Context: an optimization exercise on an open-source flow, tuned for small area, a short achievable clock period and few clock cycles. The choices shown serve that exercise and are no tape-out recipe. Where RTL was checked, it was by simulation tests only, not by an equivalence proof against the original. Function not checked in runs 1 to 3: the RTL went through the layout flow alone.

==> flow/design.v <==
package ntwrk_size_pkg;
    localparam int NTWRK_ID_W = 4;
    typedef enum logic [2:0] {
        CMD_IGNORE = 3'd0,
        CMD_NEW    = 3'd1,
        CMD_WR_A   = 3'd2,
        CMD_WR_B   = 3'd3,
        CMD_MERGE  = 3'd4,
        CMD_LOOKUP = 3'd5,
        CMD_UPDATE = 3'd6,
        CMD_RSVD   = 3'd7
    } ntwrk_cmd_id_e;
    typedef struct packed {
        logic [NTWRK_ID_W-1:0] ntwrkb;
        logic [NTWRK_ID_W-1:0] ntwrka;
        ntwrk_cmd_id_e         id;
    } ntwrk_size_cmd_t;
endpackage
import ntwrk_size_pkg::*;
module ntwrk_size_tracker
#(
    parameter int NUM_CONNS  = 8,
    parameter int NUM_POINTS = 1000,
    parameter int SIZE_W     = $clog2(NUM_POINTS) + 1,
    parameter int TOP_K      = 3,
    parameter int PROD_W     = SIZE_W * TOP_K
) (
    input  logic              clk,
    input  logic              rst,
    input  logic              cmd_vld,
    output logic              cmd_rdy,
    input  ntwrk_size_pkg::ntwrk_size_cmd_t cmd,
    output logic              rsp_vld,
    input  logic              rsp_rdy,
    output logic [PROD_W-1:0] rsp_data,
    output logic              rsp_is_prod,
    output logic              busy,
    output logic              err
);
    localparam int N  = 8;
    localparam int W  = 11;
    localparam int R  = 3;                
    localparam int ND = (W + R - 1) / R;  
    localparam int PW = 33;
    typedef enum logic [1:0] {E_IDLE, E_P2, E_P3, E_MUL} eng_e;
    logic [W-1:0] size_q [N];
    logic [N-1:0] vld;
    logic         err_q;
    logic         rdy_q;
    logic         pend_q, pend_upd_q;
    logic [W-1:0] pend_v_q;
    eng_e         eng_q;
    logic [W-1:0] t0_q, t1_q, t2_q;
    logic [N-1:0] excl_q;
    logic         ebusy_q, dirty_q, pia_q;
    logic         ph2_q, first_q;
    logic [1:0]   k_q;
    logic         rsp_vld_q, rsp_prod_q;
    logic [PW-1:0] acc_q;
    always_comb for (int i = 0; i < N; i++) vld[i] = |size_q[i];
    logic rsp_free;
    assign rsp_free = !rsp_vld_q || rsp_rdy;
    assign cmd_rdy     = rdy_q;
    assign busy        = !rdy_q;
    assign err         = err_q;
    assign rsp_vld     = rsp_vld_q;
    assign rsp_is_prod = rsp_prod_q;
    assign rsp_data    = acc_q;
    logic [2:0] op;
    logic [3:0] ca, cb;
    logic       acc_cmd;
    assign op      = cmd.id;
    assign ca      = cmd.ntwrka;
    assign cb      = cmd.ntwrkb;
    assign acc_cmd = cmd_vld && rdy_q;
    logic is_new, is_wr, is_mrg, is_lkp, is_upd, is_rsv;
    assign is_new = (op == CMD_NEW);
    assign is_wr  = (op == CMD_WR_A) || (op == CMD_WR_B);
    assign is_mrg = (op == CMD_MERGE);
    assign is_lkp = (op == CMD_LOOKUP);
    assign is_upd = (op == CMD_UPDATE);
    assign is_rsv = (op == CMD_RSVD);
    logic is_wrb;
    assign is_wrb = (op == CMD_WR_B);
    logic [W-1:0] sa, sb, addend, wdata;
    logic [W:0]   sum;
    logic [W-1:0] opnd;
    assign sa     = size_q[ca[2:0]];
    assign sb     = size_q[cb[2:0]];
    assign opnd   = is_wrb ? sb : sa;
    assign addend = is_mrg ? sb : W'(1);
    assign sum    = {1'b0, opnd} + {1'b0, addend};
    assign wdata  = sum[W] ? {W{1'b1}} : sum[W-1:0];
    logic ra_ok, a_in, b_in, va, vb, ab_eq, mrg_ok;
    assign a_in   = !ca[3];
    assign b_in   = !cb[3];
    assign ra_ok  = is_wrb ? (b_in && vb) : (a_in && va);
    assign va     = vld[ca[2:0]];
    assign vb     = vld[cb[2:0]];
    assign ab_eq  = (ca == cb);
    assign mrg_ok = a_in && b_in && va && vb;
    logic cmd_err;
    always_comb begin
        cmd_err = 1'b0;
        if (is_new) cmd_err = !a_in || va;
        if (is_wr)  cmd_err = !ra_ok || sum[W];
        if (is_mrg) cmd_err = !ab_eq && (!mrg_ok || sum[W]);
        if (is_rsv) cmd_err = 1'b1;
    end
    logic [N-1:0] we_new, we_w, we_clr;
    always_comb begin
        for (int i = 0; i < N; i++) begin
            we_new[i] = acc_cmd && is_new && a_in && (ca[2:0] == 3'(i));
            we_w[i]   = acc_cmd && ((is_wr && ra_ok) || (is_mrg && !ab_eq && mrg_ok))
                        && (is_wrb ? (cb[2:0] == 3'(i)) : (ca[2:0] == 3'(i)));
            we_clr[i] = acc_cmd && is_mrg && !ab_eq && mrg_ok && (cb[2:0] == 3'(i));
        end
    end
    logic [W-1:0] lk_val;
    assign lk_val = ca[3] ? '0 : sa;
    logic [W:0]   key [N];
    logic [W:0]   pk [4];
    logic [3:0]   pc, gw;
    logic [N-1:0] win;
    logic [W:0]   k3;
    always_comb begin
        logic c01, c02, c03, c12, c13, c23;
        for (int i = 0; i < N; i++) key[i] = {!(excl_q[i] && ebusy_q), size_q[i]};
        for (int p = 0; p < 4; p++) begin
            pc[p] = key[2*p+1] > key[2*p];
            pk[p] = pc[p] ? key[2*p+1] : key[2*p];
        end
        c01 = pk[1] > pk[0];
        c02 = pk[2] > pk[0];
        c03 = pk[3] > pk[0];
        c12 = pk[2] > pk[1];
        c13 = pk[3] > pk[1];
        c23 = pk[3] > pk[2];
        gw[0] = !c01 && !c02 && !c03;
        gw[1] =  c01 && !c12 && !c13;
        gw[2] =  c02 &&  c12 && !c23;
        gw[3] =  c03 &&  c13 &&  c23;
        k3 = '0;
        for (int p = 0; p < 4; p++) begin
            k3 = k3 | (pk[p] & {(W+1){gw[p]}});
            win[2*p]   = gw[p] && !pc[p];
            win[2*p+1] = gw[p] &&  pc[p];
        end
    end
    logic [W-1:0]    x_lo, y_op;
    logic [2*W-1:0]  x_op;
    logic [ND*R-1:0] y_pad;
    logic [1:0]      msd, k_eff;
    logic [R-1:0]    dig;
    logic [PW-1:0]   acc_next;
    logic            mul_go, mul_last;
    assign x_lo  = {t0_q[W-1:1], t0_q[0] | ~|t0_q};
    assign x_op  = ph2_q ? {t1_q, t0_q} : {{W{1'b0}}, x_lo};
    assign y_op  = ph2_q ? {t2_q[W-1:1], t2_q[0] | ~|t2_q}
                         : {t1_q[W-1:1], t1_q[0] | ~|t1_q};
    assign y_pad = (ND*R)'(y_op);
    always_comb begin
        msd = '0;
        for (int d = 1; d < ND; d++) if (|y_pad[d*R +: R]) msd = 2'(d);
    end
    assign k_eff    = first_q ? msd : k_q;
    assign dig      = y_pad[k_eff*R +: R];
    assign acc_next = (first_q ? '0 : (acc_q << R))
                    + PW'(x_op & {(2*W){dig[0]}})
                    + (PW'(x_op & {(2*W){dig[1]}}) << 1)
                    + (PW'(x_op & {(2*W){dig[2]}}) << 2);
    assign mul_go   = (eng_q == E_P3 || eng_q == E_MUL) && (!rsp_vld_q || rsp_rdy);
    assign mul_last = (k_eff == 2'd0);
    logic chg, cache_ok;
    assign chg      = |{we_new, we_w, we_clr};
    assign cache_ok = pia_q && !dirty_q;
    logic idle, lk_direct, up_direct, up_start, cmd_hold, pend_lk_go, pend_up_go, pend_up_start;
    assign idle          = (eng_q == E_IDLE);
    assign lk_direct     = acc_cmd && is_lkp && idle && rsp_free;
    assign up_direct     = acc_cmd && is_upd && idle && cache_ok && rsp_free;
    assign up_start      = acc_cmd && is_upd && idle && !cache_ok;
    assign cmd_hold      = acc_cmd && ((is_lkp && !(idle && rsp_free)) ||
                                       (is_upd && !(idle && (rsp_free || !cache_ok))));
    assign pend_lk_go    = pend_q && !pend_upd_q && idle && rsp_free;
    assign pend_up_go    = pend_q &&  pend_upd_q && idle && cache_ok && rsp_free;
    assign pend_up_start = pend_q &&  pend_upd_q && idle && !cache_ok;
    eng_e eng_d;
    logic pend_d;
    always_comb begin
        eng_d = eng_q;
        case (eng_q)
            E_IDLE: if (up_start || pend_up_start) eng_d = E_P2;
            E_P2:   eng_d = E_P3;
            E_P3:   eng_d = (mul_go && mul_last && ph2_q) ? E_IDLE : E_MUL;
            E_MUL:  if (mul_go && mul_last && ph2_q) eng_d = E_IDLE;
            default: eng_d = E_IDLE;
        endcase
        pend_d = pend_q;
        if (cmd_hold) pend_d = 1'b1;
        else if (pend_lk_go || pend_up_go || pend_up_start) pend_d = 1'b0;
    end
    always_ff @(posedge clk or posedge rst) begin
        if (rst) begin
            for (int i = 0; i < N; i++) size_q[i] <= '0;
            err_q      <= 1'b0;
            rdy_q      <= 1'b1;
            pend_q     <= 1'b0;
            pend_upd_q <= 1'b0;
            eng_q      <= E_IDLE;
            ebusy_q    <= 1'b0;
            ph2_q      <= 1'b0;
            first_q    <= 1'b1;
            dirty_q    <= 1'b1;
            pia_q      <= 1'b0;
            rsp_vld_q  <= 1'b0;
            rsp_prod_q <= 1'b0;
        end else begin
            for (int i = 0; i < N; i++) begin
                if (we_new[i])      size_q[i] <= W'(2);
                else if (we_w[i])   size_q[i] <= wdata;
                else if (we_clr[i]) size_q[i] <= '0;
            end
            if (acc_cmd && cmd_err) err_q <= 1'b1;
            pend_q <= pend_d;
            if (cmd_hold) pend_upd_q <= is_upd;
            rdy_q  <= !pend_d && (eng_d != E_P2);
            eng_q   <= eng_d;
            ebusy_q <= (eng_d != E_IDLE);
            if (chg) dirty_q <= 1'b1;
            else if (eng_d == E_P2 && idle) dirty_q <= 1'b0;
            if (mul_go) begin
                first_q <= mul_last;
                if (mul_last) ph2_q <= !ph2_q;
            end
            if (lk_direct || pend_lk_go) begin
                rsp_prod_q <= 1'b0;
                rsp_vld_q  <= 1'b1;
                pia_q      <= 1'b0;
            end else if ((mul_go && mul_last && ph2_q) || up_direct || pend_up_go) begin
                rsp_prod_q <= 1'b1;
                rsp_vld_q  <= 1'b1;
                pia_q      <= 1'b1;
            end else if (rsp_rdy) begin
                rsp_vld_q  <= 1'b0;
            end
        end
    end
    always_ff @(posedge clk) begin
        if (cmd_hold) pend_v_q <= lk_val;
        case (eng_q)
            E_IDLE: begin
                t0_q   <= k3[W-1:0];
                excl_q <= win;
            end
            E_P2: begin
                t1_q   <= k3[W-1:0];
                excl_q <= excl_q | win;
            end
            E_P3: t2_q <= k3[W-1:0];
            default: ;
        endcase
        if (mul_go) begin
            acc_q <= acc_next;
            k_q   <= k_eff - 2'd1;
            if (mul_last && !ph2_q) begin
                t0_q <= acc_next[W-1:0];
                t1_q <= acc_next[2*W-1:W];
            end
        end
        if (lk_direct)  acc_q <= PW'(lk_val);
        if (pend_lk_go) acc_q <= PW'(pend_v_q);
    end
endmodule
==> flow/run.sh <==
#!/bin/bash
# synth_recipe.tcl (not shown) runs the flow's synth.tcl, then flattens the netlist and writes it again
# the make line also repeats each setting of config.mk as NAME=value (left out here)
make -C /OpenROAD-flow-scripts/flow DESIGN_CONFIG=/design/flow/config.mk WORK_HOME=/design/flow/orfs CLKGATE_MAP_FILE= SYNTH_SCRIPT=/design/flow/synth_recipe.tcl finish
==> flow/config.mk <==
export PLATFORM = sky130hd
export DESIGN_NAME = ntwrk_size_tracker
export DESIGN_NICKNAME = ntwrk_size_tracker
export VERILOG_FILES = /design/flow/design.v
export SDC_FILE = /design/flow/constraint.sdc
export NUM_CORES = 4
export LEC_CHECK = 0
export CAP_MARGIN = 20
export CORE_MARGIN = 2
export CORE_UTILIZATION = 40
export SETUP_SLACK_MARGIN = 4.5
export SLEW_MARGIN = 20
==> flow/constraint.sdc <==
create_clock -name core_clock -period 10.0 [get_ports {clk}]
set_input_delay 2.0000 -clock core_clock [delete_from_list [all_inputs] [get_ports {clk}]]
set_output_delay 2.0000 -clock core_clock [all_outputs]
set_load 0.01 [all_outputs]
==> results of run 1 <==
==> worst max-delay path by stage <==
stage / end / slack, ps / cells past startpoint
2_1_floorplan: acc_q[25] / 4440 / 24
3_3_place_gp: size_q[5][1] / 2920 / 21
3_5_place_dp: size_q[3][1] / 2800 / 19
4_1_cts: acc_q[27] / 4040 / 25
5_1_grt: acc_q[29] / 3820 / 25
6_report: t1_q[10] / 4050 / 25
==> critical path, delay by kind of cell (launching register included) <==
kind | cells | cell delay [ps]
flip-flops | 1 | 400
adder cells (fa/ha/maj) | 4 | 1510
AND/OR/NAND/NOR | 6 | 820
multiplexers | 3 | 880
AO/OA/AOI/OAI | 9 | 1790
XOR/XNOR | 1 | 130
buffers and inverters | 2 | 330
==> layout make-up <==
cell class	instances	area share [%]
Inverter	202	3.85
Clock buffer	17	2.09
Tap cell	532	3.28
Clock inverter	15	1.03
Sequential cell	187	23.1
Timing Repair inverter	1	0.0431
Multi-Input combinational cell	1523	58.2
Timing Repair Buffer	170	8.37
==> what timing repair did <==
action / CTS / global route
endpoints found under the setup margin: 154 / 144
pin swaps: 50 / 57
resized for setup: 177 / 117
cloned: 8 / 4
buffers inserted: 51 / 36
==> state kept, by name, summed over array words and instances, names as in the netlist, 2 cells and up <==
| register | count |
|---|---|
| size_q | 88 |
| acc_q | 33 |
| pend_v_q | 11 |
| t0_q | 11 |
| t1_q | 11 |
| t2_q | 11 |
| excl_q | 8 |
| eng_q | 2 |
| k_q | 2 |
==> layer usage <==
layer | vias up | track usage [%]
met5 | - | 0
met4 | 2 | 13.9
met3 | 213 | 5.87
met2 | 925 | 47.2
met1 | 8050 | 39.8
li1 | 7332 | -
==> layout by cell type (no fill, tap or decap), types with 28 or more instances in the layout <==
cell type	n
buf_4	87
a21o_1	28
mux2i_1	35
fa_1	40
a21oi_1	100
clkdlybuf4s50_1	45
nor3_1	31
nor2b_1	50
o21ai_1	29
ha_1	143
nand2_1	217
inv_1	192
or3_1	29
o21ai_0	156
dfrtp_1	89
nor2_1	111
dfxtp_1	44
edfxtp_1	43
nand3_1	53
==> logic make-up (layout without fill, tap and decap cells) <==
kind of cell | after synthesis | count (layout) | synth area share [%]
DFF | 187 | 187 | 28.3
xor gates and xnor gates | 46 | 46 | 2.44
AOI/OAI and AO/OA | 543 | 544 | 20.5
muxes | 78 | 78 | 6.26
buffers and inverters | 294 | 405 | 6.74
and+or+nand+nor | 657 | 658 | 19.0
adders and majority gates | 197 | 197 | 16.8
==> results.sh, run 1 <==
export IMPL_drive_gt1_share_pct=18.2
export IMPL_cts_num_sinks=187
export IMPL_die_area_um2=42900
export IMPL_htree_levels=4
export IMPL_antenna_found_initial=1
export IMPL_synth_edf_count=43
export IMPL_fin_skew_ps=21.8
export IMPL_maxSlewHeadroom_pct=37.0
export IMPL_io_pins=53
export IMPL_min_from="acc_q[32]"
export IMPL_synthTopCellsByArea="dfrtp_1, ha_1, edfxtp_1, o21ai_0, dfxtp_1"
export IMPL_dp_slack_ps=2800
export IMPL_io_buffers=52
export IMPL_grt_pass1_vias=15954
export IMPL_timing_final_crit_share_pct=59.5
export IMPL_setup_violations=0
export IMPL_fin_area_um2=20300
export IMPL_tightest_slew_ps=946
export IMPL_viasPerCell=6.24
export IMPL_r2r_slack_ps=4050
export IMPL_fin_crit_ps=5950
export IMPL_synth_net_count=2211
export IMPL_seq_area_um2=4690
export IMPL_worst_path_max_delay_cell="fa_1"
export IMPL_multiInputGateArea_um2=11800
export IMPL_avgSynthCellArea_um2=8.25
export IMPL_synth_cell_area_um2=16500
export IMPL_wire_per_inst_um=25.0
export IMPL_hold_slack_ps=453
export IMPL_cts_max_path_buffers=2
export IMPL_synth_top_flop_cell="dfrtp_1"
export IMPL_holdBufCountCts=0
export IMPL_vias=16522
export IMPL_place_inst=2516
export IMPL_netlist_top_cells_count="nand2_1, inv_1, o21ai_0"
export IMPL_grt_overflow=0
export IMPL_wl_met1_um=26400
export IMPL_initial_core_util_pct=40.4
export IMPL_tns_ps=0
export IMPL_worst_setup_path_end_kind="flip-flop"
export IMPL_max_clock_freq_mhz=168
export IMPL_nNetsFinal=2311
export IMPL_clock_latency_ps=480
export IMPL_core_area_um2=40800
export IMPL_grt_max_degree=62
export IMPL_diodes=0
export IMPL_remaining_drc_errors=0
export IMPL_r2r_start="t1_q[8]"
export IMPL_worst_ep_required_time_ps=10400
export IMPL_synth_most_common_cell="nand2_1"
export IMPL_final_cells=2647
export IMPL_min_path_cells=2
export IMPL_synth_distinct_cells=76
export IMPL_drv_cap=0
export IMPL_fill_cells=3831
export IMPL_row_count=74
export IMPL_crit_start="t1_q[8]"
export IMPL_die_w_um=207
export IMPL_place_area_um2=17600
export IMPL_cts_root_buffer="clkbuf_16"
export IMPL_path_class="flip-flop to flip-flop"
export IMPL_ys_warn_count=4
export IMPL_dp_hpwl_um=46600
export IMPL_cts_buffers=17
export IMPL_wirelength_um=66100
export IMPL_arrival_ps=6350
export IMPL_utilization_pct=49.8
export IMPL_floorplan_die_height_um=207
export IMPL_drt_pass1_iter_count=6
export IMPL_cts_tree="built"
export IMPL_grt_use_total_pct=30.0
export IMPL_async_flop_share_pct=53.5
export IMPL_syn_inst=2002
export IMPL_place_gp_congestion=1.02
export IMPL_areaGrowthSynthToFinish_pct=23.1
export IMPL_crit_fanout=5
export IMPL_drtIter0Drc=1800
export IMPL_finalHoldViolations=0
export IMPL_hold_path_endpoint="acc_q[32]"
export IMPL_status="timing/DRC/antenna clean"
export IMPL_ys_seq_elements=187
export IMPL_rr_worst_depth=25
export IMPL_detail_route_antenna_nets=0
export IMPL_slowest_delay_ps=530
export IMPL_rsz0062_at_grt="true"
export IMPL_r2r_end="t1_q[10]"
export IMPL_clk_pin_slew_ps=80
export IMPL_yosysTopAreaCell="dfrtp_1"
export IMPL_fin_ws_ps=4050
export IMPL_holdCritPathClass="flip-flop to flip-flop"
export IMPL_drv_slew=0
export IMPL_wl_met3_um=6320
export IMPL_yosysSeqAreaShare_pct=28.3
export IMPL_met2WireLength_um=30100
export IMPL_crit_path_start_kind="flip-flop"
export IMPL_synth_top_area_share_pct=14.7
export IMPL_grt_pass1_wl_um=98100
export IMPL_maxUsedRoutingLayer="met5"
==> run 2: changes to the inputs <==
--- a/flow/config.mk
+++ b/flow/config.mk
@@ -10,3 +10,3 @@
 export CORE_UTILIZATION = 40
-export SETUP_SLACK_MARGIN = 4.5
+export SETUP_SLACK_MARGIN = 4
 export SLEW_MARGIN = 20
==> run 2 against run 1 <==
  * Still clean on timing, DRC and antenna
  * Design area down 6.0%
  * Die area unchanged
  * Sequential share of layout area grew 1.5 points
  * Non-clock buffer count fell by 47
  * Worst hold slack better by 22 ps
  * Synthesized area unchanged
  * Critical endpoint is now acc_q[27]
==> results.sh, run 2 <==
export IMPL_place_inst=2518
export IMPL_synth_top_area_share_pct=14.7
export IMPL_final_common_cell="nand2_1"
export IMPL_synth_net_count=2211
export IMPL_top_register="size_q"
export IMPL_maxSlewHeadroom_pct=31.0
export IMPL_crit_start="t2_q[9]"
export IMPL_largestRegisters="size_q x88, acc_q x33"
export IMPL_fin_skew_ps=22.4
export IMPL_holdCritPathClass="flip-flop to flip-flop"
export IMPL_crit_fanout=5
export IMPL_status="timing/DRC/antenna clean"
export IMPL_drtIter0Drc=1679
export IMPL_r2r_slack_ps=4000
export IMPL_crit_path_start_kind="flip-flop"
export IMPL_final_cells=2597
export IMPL_yosysSeqAreaShare_pct=28.3
export IMPL_fin_ws_ps=4000
export IMPL_synth_most_common_cell="nand2_1"
export IMPL_arrival_ps=6370
export IMPL_clock_latency_ps=480
export IMPL_dp_hpwl_um=47800
export IMPL_async_flop_share_pct=53.5
export IMPL_drv_cap=0
export IMPL_cts_buffers=17
export IMPL_r2r_end="acc_q[27]"
export IMPL_drv_slew=0
export IMPL_final_cell_mix="nand2_1, inv_1, o21ai_0"
export IMPL_utilization_pct=46.8
export IMPL_clk_pin_slew_ps=90
export IMPL_areaGrowthSynthToFinish_pct=15.6
export IMPL_core_area_um2=40800
export IMPL_wire_per_inst_um=24.5
export IMPL_cts_num_sinks=187
export IMPL_die_area_um2=42900
export IMPL_ys_seq_elements=187
export IMPL_slowest_delay_ps=580
export IMPL_yosysTopAreaCell="dfrtp_1"
export IMPL_cts_tree="built"
export IMPL_ys_warn_count=4
export IMPL_tns_ps=0
export IMPL_crit_end="acc_q[27]"
export IMPL_drt_pass1_iter_count=6
export IMPL_htree_levels=4
export IMPL_syn_inst=2002
export IMPL_crit_chain="nor3b_1 > o21ai_1 > o22ai_4 > mux4_2 > nor2_4 > nor2_4 > buf_6 > and2_4 > fa_1 > fa_1 > ha_2 > fa_2 > a21oi_2 > nor2_1 > nor2_1 > o21bai_1 > a21oi_2 > o21bai_1 > a221o_1 > a221o_1 > a211oi_2 > nor2b_1 > xnor2_1 > o21ai_1"
export IMPL_antenna_found_initial=0
export IMPL_synthTopCellsByArea="dfrtp_1, ha_1, edfxtp_1, o21ai_0, dfxtp_1"
export IMPL_worst_ep_required_time_ps=10370
export IMPL_grt_pass1_vias=15621
export IMPL_vias=16087
export IMPL_synth_distinct_cells=76
export IMPL_initial_core_util_pct=40.4
export IMPL_r2r_start="t2_q[9]"
export IMPL_dp_slack_ps=2770
export IMPL_synth_top_flop_cell="dfrtp_1"
export IMPL_timing_final_crit_share_pct=60.0
export IMPL_path_class="flip-flop to flip-flop"
export IMPL_grt_pass1_wl_um=96600
export IMPL_worst_path_max_delay_cell="mux4_2"
export IMPL_fin_crit_ps=6000
export IMPL_max_clock_freq_mhz=167
export IMPL_io_buffers=52
export IMPL_diodes=0
export IMPL_grt_overflow=0
export IMPL_remaining_drc_errors=0
export IMPL_floorplan_die_height_um=207
export IMPL_worst_setup_path_end_kind="flip-flop"
export IMPL_synth_cell_area_um2=16500
export IMPL_nNetsFinal=2261
export IMPL_drive_gt1_share_pct=11.6
export IMPL_rsz0062_at_grt="true"
export IMPL_row_count=74
export IMPL_place_gp_congestion=1.01
export IMPL_io_pins=53
export IMPL_tightest_slew_ps=1030
export IMPL_fin_area_um2=19100
export IMPL_rr_worst_depth=24
export IMPL_wirelength_um=63500
export IMPL_cts_max_path_buffers=2
export IMPL_netlist_top_cells_count="nand2_1, inv_1, o21ai_0"
export IMPL_grt_use_total_pct=29.4
export IMPL_detail_route_antenna_nets=0
export IMPL_largest_reg_flops=88
export IMPL_place_area_um2=17500
export IMPL_die_w_um=207
export IMPL_avgSynthCellArea_um2=8.25
export IMPL_viasPerCell=6.19
export IMPL_setup_violations=0
export IMPL_cts_root_buffer="clkbuf_16"
export IMPL_grt_max_degree=62
export IMPL_synth_edf_count=43
export IMPL_finalHoldViolations=0
[run 2: cell counts after synthesis]
No cell type changed its count.
[run 2: per-stage QoR]
step	hold slack [ps]
after global placement	443
final	475
after detailed placement	459
after CTS	480
after floorplan	472
after global routing	507
[run 2: logic make-up after synthesis]
logic type      count (synthesis)  share of synthesized area [%]
compound gates                543                           20.5
xor+xnor                       46                           2.44
fa+ha+maj                     197                           16.8
buf+inv                       294                           6.74
flops                         187                           28.3
mux                            78                           6.26
simple gates                  657                           19.0
[run 2: final cells by class]
cell class | instances | area [um^2]
clock inverters | 15 | 214
well taps | 532 | 666
clock buffers | 17 | 425
repair buffers | 123 | 1140
fillers | 3951 | 21700
multi-input cells | 1521 | 11200
flip-flops and latches | 187 | 4690
inverters | 202 | 776
[run 2: critical path: cells and delay by family, from the launching register on]
kind	cells	cell delay, ps
XOR/XNOR	1	140
flip-flops	1	460
adder cells (fa/ha/maj)	4	1580
AO/OA/AOI/OAI	10	2170
multiplexers	1	580
AND/OR/NAND/NOR	7	840
buffers and inverters	1	130
[run 2: metal layers]
layer | global-route usage [%] | up-vias | share of wire [%]
met2 | 46.2 | 783 | 45
li1 | - | 7231 | -
met1 | 39.5 | 7879 | 42
met5 | 0 | - | 0
met3 | 4.94 | 194 | 7.8
met4 | 13.6 | 0 | 5.2
[run 2: timing repair]
action	in CTS	in global routing
hold buffers	0	0
cloned	2	0
setup buffers	25	20
pin swaps	16	22
setup endpoints to repair	148	138
resized for setup	67	68
[run 2: worst min-delay path by stage]
stage	from	end	slack, ps	cells past startpoint
after floorplan	size_q[2][8]	size_q[2][8]	470	2
final	acc_q[21]	acc_q[21]	480	2
after CTS	acc_q[30]	acc_q[30]	480	2
after detailed placement	acc_q[30]	acc_q[30]	460	2
after global routing	acc_q[32]	acc_q[32]	510	2
after global placement	acc_q[32]	acc_q[32]	440	2
==> run 3: changes to the inputs <==
--- a/flow/design.v
+++ b/flow/design.v
@@ -167,6 +167,12 @@
     assign dig      = y_pad[k_eff*R +: R];
-    assign acc_next = (first_q ? '0 : (acc_q << R))
-                    + PW'(x_op & {(2*W){dig[0]}})
-                    + (PW'(x_op & {(2*W){dig[1]}}) << 1)
-                    + (PW'(x_op & {(2*W){dig[2]}}) << 2);
+    logic [PW-1:0] ah, q0, q1, q2, s1, c1, s2, c2;
+    assign ah = first_q ? '0 : (acc_q << R);
+    assign q0 = PW'(x_op & {(2*W){dig[0]}});
+    assign q1 = PW'(x_op & {(2*W){dig[1]}}) << 1;
+    assign q2 = PW'(x_op & {(2*W){dig[2]}}) << 2;
+    assign s1 = ah ^ q0 ^ q1;
+    assign c1 = ((ah & q0) | (ah & q1) | (q0 & q1)) << 1;
+    assign s2 = s1 ^ c1 ^ q2;
+    assign c2 = ((s1 & c1) | (s1 & q2) | (c1 & q2)) << 1;
+    assign acc_next = s2 + c2;
     assign mul_go   = (eng_q == E_P3 || eng_q == E_MUL) && (!rsp_vld_q || rsp_rdy);
--- a/flow/config.mk
+++ b/flow/config.mk
@@ -10,3 +10,3 @@
 export CORE_UTILIZATION = 40
-export SETUP_SLACK_MARGIN = 4
+export SETUP_SLACK_MARGIN = 4.5
 export SLEW_MARGIN = 20
==> run 3 against run 2 <==
  * Still clean on timing, DRC and antenna
  * Global-route usage is 1.1 points lower
  * Non-clock buffer count is 37 higher
  * Wire length is 1.2% lower
  * Worst hold slack worse by 30 ps
  * Register-to-register slack better by 260 ps
  * First-iteration DRC count is 4.9% lower
  * Largest cell class unchanged
==> results.sh, run 3 <==
export IMPL_dp_slack_ps=2920
export IMPL_grt_use_total_pct=28.2
export IMPL_holdBufCountCts=0
export IMPL_tns_ps=0
export IMPL_final_common_cell="nand2_1"
export IMPL_diodes=0
export IMPL_die_w_um=208
export IMPL_nNetsFinal=2277
export IMPL_maxSlewHeadroom_pct=21.5
export IMPL_drtIter0Drc=1597
export IMPL_worst_setup_path_end_kind="flip-flop"
export IMPL_netlist_top_cells_count="nand2_1, o21ai_0, inv_1"
export IMPL_drv_cap=0
export IMPL_top_register="size_q"
export IMPL_synth_edf_count=43
export IMPL_avgSynthCellArea_um2=8.40
export IMPL_synth_distinct_cells=81
export IMPL_clk_pin_slew_ps=80
export IMPL_grt_pass1_wl_um=94100
export IMPL_finalHoldViolations=0
export IMPL_max_clock_freq_mhz=174
export IMPL_final_cell_mix="nand2_1, inv_1, o21ai_0"
export IMPL_areaGrowthSynthToFinish_pct=20.8
export IMPL_place_area_um2=17700
export IMPL_antenna_found_initial=0
export IMPL_grt_overflow=0
export IMPL_met3_usage_pct=5.10
export IMPL_syn_inst=1989
export IMPL_drt_pass1_iter_count=6
export IMPL_viasPerCell=6.27
export IMPL_crit_path_start_kind="flip-flop"
export IMPL_async_flop_share_pct=53.5
export IMPL_fin_skew_ps=18.7
export IMPL_vias=16401
export IMPL_status="timing/DRC/antenna clean"
export IMPL_worst_path_most_repeated_cell="o21ai_1"
export IMPL_r2r_end="acc_q[30]"
export IMPL_largestRegisters="size_q x88, acc_q x33"
export IMPL_drive_gt1_share_pct=18.2
export IMPL_row_count=74
export IMPL_synth_top_flop_cell="dfrtp_1"
export IMPL_slowest_delay_ps=610
export IMPL_timing_final_crit_share_pct=57.4
export IMPL_initial_core_util_pct=40.7
export IMPL_yosysTopAreaCell="dfrtp_1"
export IMPL_crit_buf_inv=4
export IMPL_rr_worst_depth=25
export IMPL_fin_area_um2=20200
export IMPL_min_path_cells=2
export IMPL_cts_buffers=17
export IMPL_arrival_ps=6100
export IMPL_ys_seq_elements=187
export IMPL_io_pins=53
export IMPL_synthTopCellsByArea="dfrtp_1, ha_1, edfxtp_1, o21ai_0, dfxtp_1"
export IMPL_worst_ep_required_time_ps=10360
export IMPL_fin_crit_ps=5740
export IMPL_setup_violations=0
export IMPL_dp_hpwl_um=44300
export IMPL_grt_max_degree=52
export IMPL_ys_warn_count=4
export IMPL_holdCritPathClass="flip-flop to flip-flop"
export IMPL_min_from="acc_q[32]"
export IMPL_cts_num_sinks=187
export IMPL_synth_most_common_cell="nand2_1"
export IMPL_grtUsageMet1_pct=36.5
export IMPL_tightest_slew_ps=1170
export IMPL_drv_slew=0
export IMPL_r2r_slack_ps=4260
export IMPL_die_area_um2=43400
export IMPL_synth_cell_area_um2=16700
export IMPL_hold_path_endpoint="acc_q[32]"
export IMPL_wire_per_inst_um=24.0
export IMPL_busiest_layer="met2"
export IMPL_floorplan_die_height_um=208
export IMPL_clock_latency_ps=470
export IMPL_grt_util_met2_pct=45.7
export IMPL_io_buffers=52
export IMPL_crit_fanout=6
export IMPL_crit_family="compound AO/OA/AOI/OAI gates"
export IMPL_synth_net_count=2194
export IMPL_cts_max_path_buffers=2
export IMPL_largest_reg_flops=88
export IMPL_htree_levels=4
export IMPL_wirelength_um=62800
export IMPL_core_area_um2=41000
export IMPL_path_class="flip-flop to flip-flop"
export IMPL_r2r_start="t1_q[10]"
export IMPL_fin_ws_ps=4260
export IMPL_yosysSeqAreaShare_pct=28.0
export IMPL_grt_pass1_vias=15703
export IMPL_rsz0062_at_grt="true"
export IMPL_remaining_drc_errors=0
export IMPL_place_gp_congestion=0.961
export IMPL_worst_path_max_delay_cell="fa_1"
export IMPL_hold_slack_ps=445
export IMPL_cts_root_buffer="clkbuf_16"
export IMPL_cts_tree="built"
export IMPL_detail_route_antenna_nets=0
export IMPL_synth_top_area_share_pct=14.5
[run 3: cell types whose count changed in the layout (fill, tap and decap cells not counted), moves of 16 or more]
cell / change
inv_1: -28
buf_4: +19
o21ai_0: -26
nand3_1: +31
nor2_1: -19
a21o_1: -16
o21ai_1: +16
o22ai_1: -20
[run 3: timing repair]
action                     CTS  global route
pin swaps                   49            50
setup buffers               41            37
cloned                      10             4
setup endpoints to repair  157           146
resized for setup          121           135
[run 3: routing by layer]
layer / up-vias / wire (um) / part of all wire [%]
li1: 7324 / - / -
met1: 7963 / 25200 / 40
met2: 867 / 28800 / 46
met3: 247 / 5320 / 8.5
met4: 0 / 3450 / 5.5
met5: - / 0 / 0
[run 3: worst max-delay path by stage]
stage	slack, ps	from	cells after the start	to
2_1_floorplan	4500	cmd[4]	20	size_q[0][10]
3_3_place_gp	2990	first_q	20	acc_q[30]
3_5_place_dp	2920	first_q	20	acc_q[28]
4_1_cts	4330	cmd[6]	10	size_q[4][7]
5_1_grt	4020	t2_q[6]	26	acc_q[28]
6_report	4260	t1_q[10]	25	acc_q[30]
[run 3: through the flow]
stage	utilization, %	instances
4_1_cts	47.1	2576
3_3_place_gp	43.2	2492
3_5_place_dp	43.2	2493
2_1_floorplan	-	1989
6_report	49.2	2617
5_1_grt	49.2	2617
[run 3: worst min-delay path: cells and delay by family (launching register included)]
kind / cells / cell delay, ps
AO/OA/AOI/OAI: 1 / 50
flip-flops: 1 / 310
AND/OR/NAND/NOR: 1 / 50
[run 3: cells by family (layout without fill, tap and decap cells)]
| kind of cell | Yosys count | after routing | share of synthesized area [%] |
|---|---|---|---|
| buf+inv | 275 | 367 | 6.43 |
| mux | 76 | 77 | 6.89 |
| simple gates | 692 | 692 | 20.2 |
| flops | 187 | 187 | 28.0 |
| xor+xnor | 49 | 49 | 2.57 |
| compound gates | 515 | 518 | 19.5 |
| fa+ha+maj | 195 | 195 | 16.5 |
[run 3: cell type report]
| cell class | instances | area [um^2] |
|---|---|---|
| repair buffers | 160 | 1610 |
| clock buffers | 18 | 439 |
| well taps | 532 | 666 |
| fillers | 3805 | 20800 |
| flip-flops and latches | 187 | 4690 |
| multi-input cells | 1531 | 12000 |
| inverters | 175 | 671 |
| clock inverters | 14 | 156 |
==> run 4: changes to the inputs <==
--- a/flow/design.v
+++ b/flow/design.v
@@ -56,3 +56,4 @@
     logic         ph2_q, first_q;
-    logic [1:0]   k_q;
+    logic [1:0]   k_q, msd2_q;
+    logic         z0_q, z1_q, z2_q;
     logic         rsp_vld_q, rsp_prod_q;
@@ -149,6 +150,21 @@
     end
-    logic [W-1:0]    x_lo, y_op;
+    logic [2:0] anyd;
+    logic [1:0] msd_t;
+    logic       zero_t;
+    always_comb begin
+        anyd   = '0;
+        zero_t = 1'b1;
+        for (int i = 0; i < N; i++) begin
+            if (key[i][W]) begin
+                anyd[2] = anyd[2] | (|size_q[i][W-1:3*R]);
+                anyd[1] = anyd[1] | (|size_q[i][3*R-1:2*R]);
+                anyd[0] = anyd[0] | (|size_q[i][2*R-1:R]);
+                zero_t  = zero_t & ~|size_q[i];
+            end
+        end
+        msd_t = anyd[2] ? 2'd3 : anyd[1] ? 2'd2 : anyd[0] ? 2'd1 : 2'd0;
+    end
+    logic [W-1:0]    x_lo;
     logic [2*W-1:0]  x_op;
     logic [ND*R-1:0] y_pad;
-    logic [1:0]      msd, k_eff;
     logic [R-1:0]    dig;
@@ -156,13 +172,6 @@
     logic            mul_go, mul_last;
-    assign x_lo  = {t0_q[W-1:1], t0_q[0] | ~|t0_q};
+    assign x_lo  = {t0_q[W-1:1], t0_q[0] | z0_q};
     assign x_op  = ph2_q ? {t1_q, t0_q} : {{W{1'b0}}, x_lo};
-    assign y_op  = ph2_q ? {t2_q[W-1:1], t2_q[0] | ~|t2_q}
-                         : {t1_q[W-1:1], t1_q[0] | ~|t1_q};
-    assign y_pad = (ND*R)'(y_op);
-    always_comb begin
-        msd = '0;
-        for (int d = 1; d < ND; d++) if (|y_pad[d*R +: R]) msd = 2'(d);
-    end
-    assign k_eff    = first_q ? msd : k_q;
-    assign dig      = y_pad[k_eff*R +: R];
+    assign y_pad = (ND*R)'(ph2_q ? t2_q : t1_q);
+    assign dig   = y_pad[k_q*R +: R] | {{(R-1){1'b0}}, (k_q == 2'd0) && (ph2_q ? z2_q : z1_q)};
     logic [PW-1:0] ah, q0, q1, q2, s1, c1, s2, c2;
@@ -178,3 +187,3 @@
     assign mul_go   = (eng_q == E_P3 || eng_q == E_MUL) && (!rsp_vld_q || rsp_rdy);
-    assign mul_last = (k_eff == 2'd0);
+    assign mul_last = (k_q == 2'd0);
     logic chg, cache_ok;
@@ -258,2 +267,3 @@
                 t0_q   <= k3[W-1:0];
+                z0_q   <= zero_t;
                 excl_q <= win;
@@ -262,5 +272,11 @@
                 t1_q   <= k3[W-1:0];
+                z1_q   <= zero_t;
+                k_q    <= msd_t;
                 excl_q <= excl_q | win;
             end
-            E_P3: t2_q <= k3[W-1:0];
+            E_P3: begin
+                t2_q   <= k3[W-1:0];
+                z2_q   <= zero_t;
+                msd2_q <= msd_t;
+            end
             default: ;
@@ -269,3 +285,3 @@
             acc_q <= acc_next;
-            k_q   <= k_eff - 2'd1;
+            k_q   <= k_q - 2'd1;
             if (mul_last && !ph2_q) begin
@@ -273,2 +289,3 @@
                 t1_q <= acc_next[2*W-1:W];
+                k_q  <= (eng_q == E_P3) ? msd_t : msd2_q;
             end
--- a/flow/config.mk
+++ b/flow/config.mk
@@ -10,3 +10,3 @@
 export CORE_UTILIZATION = 40
-export SETUP_SLACK_MARGIN = 4.5
+export SETUP_SLACK_MARGIN = 4
 export SLEW_MARGIN = 20
==> run 4 against run 3 <==
  * Clock-buffer cell count shrank 1
  * Flip-flop and latch count grew 5
  * Sequential share of layout area grew 1.9 points
  * Synthesized cell count grew 2.0%
  * First-iteration DRC count grew 18%
  * Global-route usage grew 3.5 points
  * Final cell count shrank 0.23%
  * Still clean
==> results.sh, run 4 <==
export IMPL_synth_simple_area_share_pct=18.8
export IMPL_fin_area_um2=19200
export IMPL_htree_levels=4
export IMPL_holdBufCountCts=0
export IMPL_nNetsFinal=2263
export IMPL_place_area_um2=18000
export IMPL_cts_num_sinks=192
export IMPL_r2r_end="t0_q[3]"
export IMPL_fin_crit_ps=5840
export IMPL_initial_core_util_pct=40.4
export IMPL_async_flop_share_pct=52.1
export IMPL_drtIter0Drc=1883
export IMPL_cts_max_path_buffers=2
export IMPL_cts_root_buffer="clkbuf_16"
export IMPL_worst_setup_path_end_kind="flip-flop"
export IMPL_timing_final_crit_share_pct=58.4
export IMPL_place_gp_congestion=1.05
export IMPL_synth_distinct_cells=81
export IMPL_synthTopCellsByArea="dfrtp_1, ha_1, edfxtp_1, dfxtp_1, fa_1"
export IMPL_die_w_um=210
export IMPL_fin_skew_ps=9.31
export IMPL_netlist_top_cells_count="inv_1, nand2_1, nor2_1"
export IMPL_worst_path_max_delay_cell="clkinvlp_4"
export IMPL_finalHoldViolations=0
export IMPL_grt_overflow=0
export IMPL_grt_max_degree=81
export IMPL_holdCritPathClass="flip-flop to flip-flop"
export IMPL_synth_edf_count=46
export IMPL_synthAdderAreaFrac_pct=16.1
export IMPL_largestRegisters="size_q x88, acc_q x33"
export IMPL_ys_warn_count=4
export IMPL_remaining_drc_errors=0
export IMPL_drv_cap=0
export IMPL_core_area_um2=41900
export IMPL_final_cell_mix="inv_1, nand2_1, nor2_1, ha_1, o21ai_0"
export IMPL_tightest_slew_ps=1160
export IMPL_rr_worst_depth=20
export IMPL_diodes=0
export IMPL_worst_path_most_repeated_cell="o21bai_1"
export IMPL_r2r_slack_ps=4280
export IMPL_max_clock_freq_mhz=171
export IMPL_ys_seq_elements=192
export IMPL_clk_pin_slew_ps=80
export IMPL_detail_route_antenna_nets=0
export IMPL_row_count=75
export IMPL_setup_violations=0
export IMPL_slowest_delay_ps=440
export IMPL_largest_reg_flops=88
export IMPL_synth_cell_area_um2=16900
export IMPL_path_class="input pin to flip-flop"
export IMPL_areaGrowthSynthToFinish_pct=13.3
export IMPL_antenna_found_initial=1
export IMPL_syn_inst=2029
export IMPL_crit_end="size_q[0][6]"
export IMPL_maxSlewHeadroom_pct=22.1
export IMPL_cts_tree="built"
export IMPL_crit_path_start_kind="input pin"
export IMPL_grt_pass1_wl_um=103000
export IMPL_io_pins=53
export IMPL_drv_slew=0
export IMPL_crit_fanout=15
export IMPL_wirelength_um=70800
export IMPL_min_from="acc_q[30]"
export IMPL_crit_start="cmd[3]"
export IMPL_synth_compound_area_share_pct=22.6
export IMPL_synth_most_common_cell="inv_1"
export IMPL_arrival_ps=6200
export IMPL_dp_hpwl_um=53000
export IMPL_final_common_cell="inv_1"
export IMPL_status="timing/DRC/antenna clean"
export IMPL_fill_cells=4155
export IMPL_viasPerCell=6.36
export IMPL_worst_ep_required_time_ps=10360
export IMPL_drt_pass1_iter_count=6
export IMPL_synthMuxAreaShare_pct=4.69
export IMPL_synth_top_flop_cell="dfrtp_1"
export IMPL_drive_gt1_share_pct=9.46
export IMPL_clock_latency_ps=470
export IMPL_top_register="size_q"
export IMPL_rsz0062_at_grt="true"
export IMPL_crit_chain="clkbuf_2 > clkinvlp_4 > a21oi_1 > nor2_1 > a311oi_2 > nor2_1 > nand2_1 > o21ai_1 > ha_1 > a21o_1 > a21oi_2 > o21bai_1 > a21oi_2 > o21bai_1 > a21oi_1 > o21bai_1 > a21oi_4 > o21a_4 > buf_4 > o21ai_2 > a22o_1"
export IMPL_yosysTopAreaCell="dfrtp_1"
export IMPL_r2r_start="ebusy_q"
export IMPL_cts_buffers=17
export IMPL_synth_top_family_by_area="compound AO/OA/AOI/OAI gates"
export IMPL_synth_net_count=2233
export IMPL_grt_pass1_vias=15895
export IMPL_wire_per_inst_um=27.1
export IMPL_synth_top_area_share_pct=14.4
export IMPL_yosysSeqAreaShare_pct=28.4
export IMPL_floorplan_die_height_um=210
export IMPL_grt_use_total_pct=31.8
export IMPL_die_area_um2=43900
export IMPL_tns_ps=0
export IMPL_avgSynthCellArea_um2=8.34
export IMPL_synthXorXnorAreaFrac_pct=2.43
export IMPL_io_buffers=52
export IMPL_vias=16601
-- run 4: cell count changes in the layout (fill, tap and decap cells not counted), moves of 26 or more --
cell and change:
buf_4 -38, a22o_1 +60, nor2_1 +47, inv_1 +34
o21ai_0 -26, nor3_1 +30, nand3_1 -31
-- run 4: worst min path at each step --
| stage | cells after the start | to | slack [ps] |
|---|---|---|---|
| after global placement | 2 | acc_q[32] | 440 |
| after CTS | 2 | acc_q[30] | 460 |
| after floorplan | 2 | msd2_q[0] | 430 |
| final | 2 | acc_q[30] | 450 |
| after global routing | 2 | acc_q[20] | 500 |
| after detailed placement | 2 | acc_q[30] | 440 |
-- run 4: cell type report --
class | instances | area (um^2) | share of cell area (%)
multi-input combinational | 1532 | 11200 | 58.4
clock inverter | 15 | 204 | 1.06
clock buffer | 17 | 425 | 2.22
timing repair buffer | 106 | 1060 | 5.55
tap | 539 | 674 | 3.52
sequential | 192 | 4810 | 25.1
inverter | 210 | 802 | 4.19
-- run 4: layer usage --
| metal | GRT usage, % | wire (um) | vias to the layer above |
|---|---|---|---|
| met4 | 16.9 | 4430 | 0 |
| li1 | - | - | 7348 |
| met1 | 40.4 | 28200 | 8094 |
| met2 | 51.3 | 31700 | 954 |
| met5 | 0 | 0 | - |
| met3 | 6.13 | 6470 | 205 |
-- run 4: what timing repair did --
item                                    4_1_cts  5_1_grt
endpoints found under the setup margin      134      134
gates cloned                                  1        5
buffers inserted                              5       13
pin swaps                                     3        8
gates resized for setup                      43       53
-- run 4: through the flow --
| step | worst slack (ps) | std cells | util, % | hold slack, ps |
|---|---|---|---|---|
| after CTS | 4000 | 2593 | 45.0 | 459 |
| after global placement | 2500 | 2555 | 43.0 | 438 |
| after floorplan | 4040 | 2029 | - | 434 |
| after detailed placement | 2280 | 2555 | 43.0 | 441 |
| after global routing | 3970 | 2611 | 45.8 | 496 |
| final | 4160 | 2611 | 45.8 | 454 |
-- run 4: logic make-up (layout without fill, tap and decap cells) --
kind of cell | after synthesis | after routing
XOR/XNOR | 47 | 47
adder cells (fa/ha/maj) | 193 | 193
AO/OA/AOI/OAI | 562 | 563
buffers and inverters | 307 | 348
multiplexers | 64 | 64
flip-flops | 192 | 192
AND/OR/NAND/NOR | 664 | 665
-- run 4: worst max-delay path: cells and delay by family --
kind            cells  cell delay [ps]
compound gates     14             2760
fa+ha+maj           1              300
buf+inv             3              820
simple gates        3              300
Testbench counts of run 4, summed over its fixed seeds: cycles 6,298.
==> run 5: changes to the inputs <==
--- a/flow/config.mk
+++ b/flow/config.mk
@@ -10,3 +10,3 @@
 export CORE_UTILIZATION = 40
-export SETUP_SLACK_MARGIN = 4
+export SETUP_SLACK_MARGIN = 5
 export SLEW_MARGIN = 20
==> run 5 against run 4 <==
  * Critical path type is now flip-flop to flip-flop
  * Design area increased by 14%
  * Fmax increased by 8.7%
  * Largest cell class unchanged
  * Synthesized cell count unchanged
  * Critical path depth increased by 3
  * Via count increased by 4.9%
  * First-iteration DRC count decreased by 1.3%
  * Critical endpoint is now acc_q[25]
==> results.sh, run 5 <==
export IMPL_crit_path_start_kind="flip-flop"
export IMPL_grt_max_degree=66
export IMPL_cts_tree="built"
export IMPL_io_pins=53
export IMPL_clk_pin_slew_ps=80
export IMPL_viasPerCell=6.31
export IMPL_grt_pass1_vias=16408
export IMPL_cts_num_sinks=192
export IMPL_avgSynthCellArea_um2=8.34
export IMPL_tns_ps=0
export IMPL_syn_inst=2029
export IMPL_yosysSeqAreaShare_pct=28.4
export IMPL_netlist_top_cells_count="inv_1, nand2_1, nor2_1"
export IMPL_setup_violations=0
export IMPL_top_register="size_q"
export IMPL_hold_slack_ps=446
export IMPL_largestRegisters="size_q x88, acc_q x33"
export IMPL_synth_net_count=2233
export IMPL_tightest_slew_ps=901
export IMPL_grt_use_total_pct=33.7
export IMPL_dp_slack_ps=2630
export IMPL_drive_gt1_share_pct=25.5
export IMPL_dp_hpwl_um=53000
export IMPL_fin_ws_ps=4630
export IMPL_holdCritPathClass="flip-flop to flip-flop"
export IMPL_cts_buffers=17
export IMPL_ys_warn_count=4
export IMPL_async_flop_share_pct=52.1
export IMPL_finalHoldViolations=0
export IMPL_detail_route_antenna_nets=0
export IMPL_fin_crit_ps=5370
export IMPL_grt_pass1_wl_um=109000
export IMPL_crit_chain="buf_6 > mux4_2 > and2_4 > a221oi_4 > buf_6 > buf_4 > buf_4 > nor2b_1 > fa_1 > inv_1 > fa_1 > inv_1 > ha_1 > a21o_1 > a21oi_2 > o21bai_1 > a21oi_2 > nor3b_4 > a211oi_2 > nor4b_2 > o31a_1 > buf_4 > xor2_1 > o21ai_1"
export IMPL_drv_cap=0
export IMPL_synth_top_area_share_pct=14.4
export IMPL_drtIter0Drc=1859
export IMPL_htree_levels=4
export IMPL_antenna_found_initial=2
export IMPL_worst_setup_path_end_kind="flip-flop"
export IMPL_final_cell_mix="inv_1, nand2_1, buf_4"
export IMPL_io_buffers=52
export IMPL_cts_root_buffer="clkbuf_16"
export IMPL_synthTopCellsByArea="dfrtp_1, ha_1, edfxtp_1, dfxtp_1, fa_1"
export IMPL_nNetsFinal=2413
export IMPL_yosysTopAreaCell="dfrtp_1"
export IMPL_die_w_um=210
export IMPL_path_class="flip-flop to flip-flop"
export IMPL_drv_slew=0
export IMPL_clock_latency_ps=480
export IMPL_worst_path_most_repeated_cell="buf_4"
export IMPL_wirelength_um=74700
export IMPL_worst_ep_required_time_ps=10340
export IMPL_remaining_drc_errors=0
export IMPL_timing_final_crit_share_pct=53.7
export IMPL_synth_cell_area_um2=16900
export IMPL_row_count=75
export IMPL_largest_reg_flops=88
export IMPL_status="timing/DRC/antenna clean"
export IMPL_initial_core_util_pct=40.4
export IMPL_synth_edf_count=46
export IMPL_synth_top_flop_cell="dfrtp_1"
export IMPL_slowest_delay_ps=500
export IMPL_utilization_pct=52.4
export IMPL_wire_per_inst_um=27.0
export IMPL_rsz0062_at_grt="true"
export IMPL_drt_pass1_iter_count=6
export IMPL_synth_most_common_cell="inv_1"
export IMPL_worst_path_max_delay_cell="fa_1"
export IMPL_arrival_ps=5710
export IMPL_place_gp_congestion=1.01
export IMPL_maxSlewHeadroom_pct=39.9
export IMPL_synth_distinct_cells=81
export IMPL_core_area_um2=41900
export IMPL_max_clock_freq_mhz=186
export IMPL_vias=17416
export IMPL_cts_max_path_buffers=2
export IMPL_final_common_cell="inv_1"
export IMPL_die_area_um2=43900
export IMPL_fin_skew_ps=13.2
export IMPL_grt_overflow=0
export IMPL_holdBufCountCts=0
export IMPL_areaGrowthSynthToFinish_pct=29.6
export IMPL_ys_seq_elements=192
export IMPL_floorplan_die_height_um=210
export IMPL_crit_fanout=5
run 5: changes by cell type in the layout (fill, tap and decap cells not counted), moves of 15 or more:
| cell | previous run | this run |
|---|---|---|
| buf_4 | 40 | 150 |
| a21oi_2 | 7 | 35 |
| o21ai_2 | 4 | 32 |
| buf_6 | 3 | 21 |
| inv_2 | 2 | 17 |
| a21oi_1 | 108 | 75 |
| dfrtp_2 | 1 | 29 |
| nand2_1 | 194 | 173 |
| dfrtp_1 | 96 | 68 |
| inv_1 | 204 | 186 |
| o21ai_0 | 132 | 84 |
run 5: timing repair:
action	CTS	global route
gates cloned	16	1
endpoints found under the setup margin	157	147
pin swaps	87	110
resized for setup	270	170
setup buffers	94	69
run 5: path summary, 6_finish.rpt:
kind                       startpoint           end  slack (ps)  depth (start not counted)
setup / recovery                ph2_q     acc_q[25]        4630                         24
hold / removal              acc_q[31]     acc_q[31]         450                          2
hold reg to reg             acc_q[31]     acc_q[31]         450                          2
min in group asynchronous         rst  size_q[6][0]        1910                          2
setup reg to reg                ph2_q     acc_q[25]        4630                         24
max in group asynchronous         rst       ebusy_q        6760                          3
run 5: metal layers:
layer,global-route usage (%),vias up,part of all wire (%)
li1,-,7682,-
met2,53.3,1026,45
met5,0,-,0.068
met1,42.5,8434,39
met3,6.91,272,9.0
met4,20.6,2,7.4
run 5: layout make-up:
| cell class | instances | area, um^2 |
|---|---|---|
| fillers | 3907 | 19900 |
| multi-input cells | 1537 | 12400 |
| flip-flops and latches | 192 | 4840 |
| repair buffers | 251 | 2580 |
| inverters | 210 | 820 |
| well taps | 539 | 674 |
| clock buffers | 19 | 454 |
| clock inverters | 13 | 150 |
| diodes | 1 | 2.50 |
run 5: logic make-up (layout without fill, tap and decap cells):
group           after synthesis  after routing  share of synthesized area (%)
xor+xnor                     47             47                           2.43
other cells                   0              1                              0
flops                       192            192                           28.4
simple gates                664            666                           18.8
mux                          64             64                           4.69
fa+ha+maj                   193            193                           16.1
buf+inv                     307            493                           6.92
compound gates              562            567                           22.6
run 5: stage by stage:
| step | instances | area [um^2] |
|---|---|---|
| floorplan | 2029 | 17300 |
| finish | 2762 | 21900 |
| global route | 2761 | 21900 |
| detailed placement | 2549 | 18100 |
| CTS | 2691 | 20800 |
| global placement | 2548 | 18100 |
run 5: critical path, delay by kind of cell, from the launching register on:
family	cells	cell delay [ps]
fa+ha+maj	3	1210
compound gates	8	1370
flops	1	430
simple gates	4	800
mux	1	480
xor+xnor	1	140
buf+inv	7	800
==> run 6: changes to the inputs <==
--- a/flow/config.mk
+++ b/flow/config.mk
@@ -10,3 +10,3 @@
 export CORE_UTILIZATION = 40
-export SETUP_SLACK_MARGIN = 5
+export SETUP_SLACK_MARGIN = 4.5
 export SLEW_MARGIN = 20
==> run 6 against run 5 <==
  * Design area shrank 9.4%
  * Via count decreased by 2.9%
  * First-iteration DRC count rose by 14%
  * Critical path depth fell by 9
  * Die area is the same
  * Sequential share of layout area increased by 2.1 points
  * Wire length shrank 5.5%
  * Clock-buffer cell count is 2 higher
  * Global-route usage decreased by 2.1 points
  * Highest routed layer is now met4
  * Worst hold slack better by 11 ps
  * Critical path type is now input pin to flip-flop
==> results.sh, run 6 <==
export IMPL_status="timing/DRC/antenna clean"
export IMPL_detail_route_antenna_nets=0
export IMPL_worst_path_most_repeated_cell="o21ai_0"
export IMPL_diodes=0
export IMPL_grt_pass1_vias=15899
export IMPL_min_from="acc_q[32]"
export IMPL_cts_max_path_buffers=2
export IMPL_synth_most_common_cell="inv_1"
export IMPL_fin_area_um2=19900
export IMPL_synth_top_area_share_pct=14.4
export IMPL_place_inst=2551
export IMPL_areaGrowthSynthToFinish_pct=17.5
export IMPL_drtIter0Drc=2125
export IMPL_synth_top_flop_cell="dfrtp_1"
export IMPL_core_area_um2=41900
export IMPL_crit_path_start_kind="input pin"
export IMPL_r2r_slack_ps=4610
export IMPL_r2r_start="size_q[0][7]"
export IMPL_rsz0062_at_grt="true"
export IMPL_avgSynthCellArea_um2=8.34
export IMPL_drv_slew=0
export IMPL_path_class="input pin to flip-flop"
export IMPL_tns_ps=0
export IMPL_synth_edf_count=46
export IMPL_drv_cap=0
export IMPL_die_area_um2=43900
export IMPL_grt_max_degree=59
export IMPL_dp_hpwl_um=52000
export IMPL_crit_fanout=16
export IMPL_netlist_top_cells_count="inv_1, nand2_1, nor2_1"
export IMPL_clk_pin_slew_ps=70
export IMPL_utilization_pct=47.5
export IMPL_dp_slack_ps=2830
export IMPL_r2r_end="t0_q[10]"
export IMPL_vias=16903
export IMPL_largest_reg_flops=88
export IMPL_synth_net_count=2233
export IMPL_floorplan_die_height_um=210
export IMPL_fin_ws_ps=4530
export IMPL_die_w_um=210
export IMPL_tightest_slew_ps=1040
export IMPL_ys_seq_elements=192
export IMPL_wirelength_um=70600
export IMPL_min_path_cells=2
export IMPL_drt_pass1_iter_count=7
export IMPL_worst_setup_path_end_kind="flip-flop"
export IMPL_setup_violations=0
export IMPL_grt_use_total_pct=31.6
export IMPL_worst_path_max_delay_cell="nor2_1"
export IMPL_yosysTopAreaCell="dfrtp_1"
export IMPL_cts_tree="built"
export IMPL_hold_path_endpoint="acc_q[32]"
export IMPL_synth_cell_area_um2=16900
export IMPL_initial_core_util_pct=40.4
export IMPL_fin_skew_ps=17.6
export IMPL_largestRegisters="size_q x88, acc_q x33"
export IMPL_place_area_um2=18000
export IMPL_ys_warn_count=4
export IMPL_max_clock_freq_mhz=183
export IMPL_remaining_drc_errors=0
export IMPL_holdBufCountCts=0
export IMPL_antenna_found_initial=1
export IMPL_cts_num_sinks=192
export IMPL_worst_ep_required_time_ps=10360
export IMPL_async_flop_share_pct=52.1
export IMPL_arrival_ps=5830
export IMPL_final_common_cell="inv_1"
export IMPL_cts_root_buffer="clkbuf_16"
export IMPL_final_cell_mix="inv_1, nand2_1, ha_1"
export IMPL_nNetsFinal=2300
export IMPL_rr_worst_depth=20
export IMPL_finalHoldViolations=0
export IMPL_top_register="size_q"
export IMPL_htree_levels=4
export IMPL_final_cells=2648
export IMPL_viasPerCell=6.38
export IMPL_synthTopCellsByArea="dfrtp_1, ha_1, edfxtp_1, dfxtp_1, fa_1"
export IMPL_wire_per_inst_um=26.7
export IMPL_io_buffers=52
export IMPL_row_count=75
export IMPL_timing_final_crit_share_pct=54.7
export IMPL_place_gp_congestion=1.10
export IMPL_yosysSeqAreaShare_pct=28.4
export IMPL_drive_gt1_share_pct=13.9
export IMPL_io_pins=53
export IMPL_synth_distinct_cells=81
export IMPL_crit_chain="clkbuf_2 > buf_12 > clkinvlp_4 > buf_4 > nor2_1 > inv_1 > o21ai_0 > a221o_1 > o21ai_0 > mux2i_1 > ha_1 > a21oi_2 > o21a_4 > nand2_1 > a22o_1"
export IMPL_fin_crit_ps=5470
export IMPL_hold_slack_ps=457
export IMPL_slowest_delay_ps=360
export IMPL_holdCritPathClass="flip-flop to flip-flop"
export IMPL_grt_pass1_wl_um=103000
export IMPL_maxSlewHeadroom_pct=30.6
export IMPL_syn_inst=2029
export IMPL_cts_buffers=17
export IMPL_clock_latency_ps=480
export IMPL_grt_overflow=0
==> run 6: cell counts after synthesis <==
Identical to the previous run, type by type.
==> run 6: worst max-delay path: cells and delay by family <==
family,cells,cell delay (ps)
AOI/OAI and AO/OA,6,1670
buffers and inverters,5,890
and+or+nand+nor,2,580
muxes,1,350
adders and majority gates,1,320
==> run 6: layout make-up <==
type,count,area [um^2]
clock inverter,11,154
inverter,210,802
sequential,192,4810
tap,539,674
timing repair buffer,141,1460
fill,4000,22000
clock buffer,21,473
multi-input combinational,1534,11500
==> run 6: logic make-up (layout without fill, tap and decap cells) <==
family	count (synthesis)	after routing	synth area share [%]
AOI/OAI and AO/OA	562	565	22.6
xor gates and xnor gates	47	47	2.43
adders and majority gates	193	193	16.1
buffers and inverters	307	383	6.92
DFF	192	192	28.4
muxes	64	64	4.69
and+or+nand+nor	664	665	18.8
==> run 6: routing by layer <==
metal  routed length, um  up-vias  track usage, %
met3                7760      264            6.81
met4                4910        0            19.4
li1                    -     7412               -
met1               27100     8136            40.6
met2               30900     1091            48.7
met5                   0        -               0
==> run 6: how the worst max path moves through the flow <==
stage | startpoint | cells past startpoint | end
after global placement | cmd[4] | 22 | size_q[0][1]
after CTS | cmd[3] | 23 | size_q[2][10]
after detailed placement | cmd[4] | 21 | size_q[7][9]
final | cmd[4] | 15 | size_q[7][2]
after floorplan | cmd[7] | 21 | err_q
after global routing | ph2_q | 23 | acc_q[27]
==> run 6: timing repair <==
action                                  4_1_cts  5_1_grt
pin swaps                                    15       37
resized for setup                            98       96
endpoints found under the setup margin      147      137
setup buffers                                29       22
cloned                                        7        7

-- afterwards: timing with drivers on the ports --
The flow's constraints put no driver on any port. The routed layouts listed below were extracted and timed again, unchanged, in two steps.
Step 1 assumes that a clkbuf_16 drives the clock port and a buf_2 every other input.
Step 2 adds t to the input delays and takes it off the output delays; t is the mean of the earliest and latest rising clock arrival at the registers after step 1. Input paths then give back, and output paths get back, about the clock's delay inside the block.
Slacks: no drivers / after step 1 / after step 2; pairs: no drivers / after step 1.
| run | t, ns | setup WS [ns] | hold WS [ns] | worst setup path at the end |
|---|---|---|---|---|
| run 1 | 0.520 | 4.052 / 4.052 / 4.052 | 0.453 / 0.453 / 0.453 | register to register |
| run 2 | 0.524 | 3.998 / 3.998 / 3.756 | 0.475 / 0.475 / 0.475 | input to register |
| run 3 | 0.512 | 4.260 / 4.260 / 4.138 | 0.445 / 0.445 / 0.445 | input to register |
| run 4 | 0.524 | 4.160 / 4.190 / 3.666 | 0.454 / 0.454 / 0.454 | input to register |
| run 5 | 0.528 | 4.628 / 4.628 / 4.157 | 0.446 / 0.446 / 0.446 | input to register |
| run 6 | 0.525 | 4.534 / 4.561 / 4.036 | 0.457 / 0.457 / 0.457 | input to register |
After both steps every run listed still meets setup and hold. For run 6, which loses most, drivers alone change the setup slack by +0.027 ns; drivers and shift together by -0.498 ns.
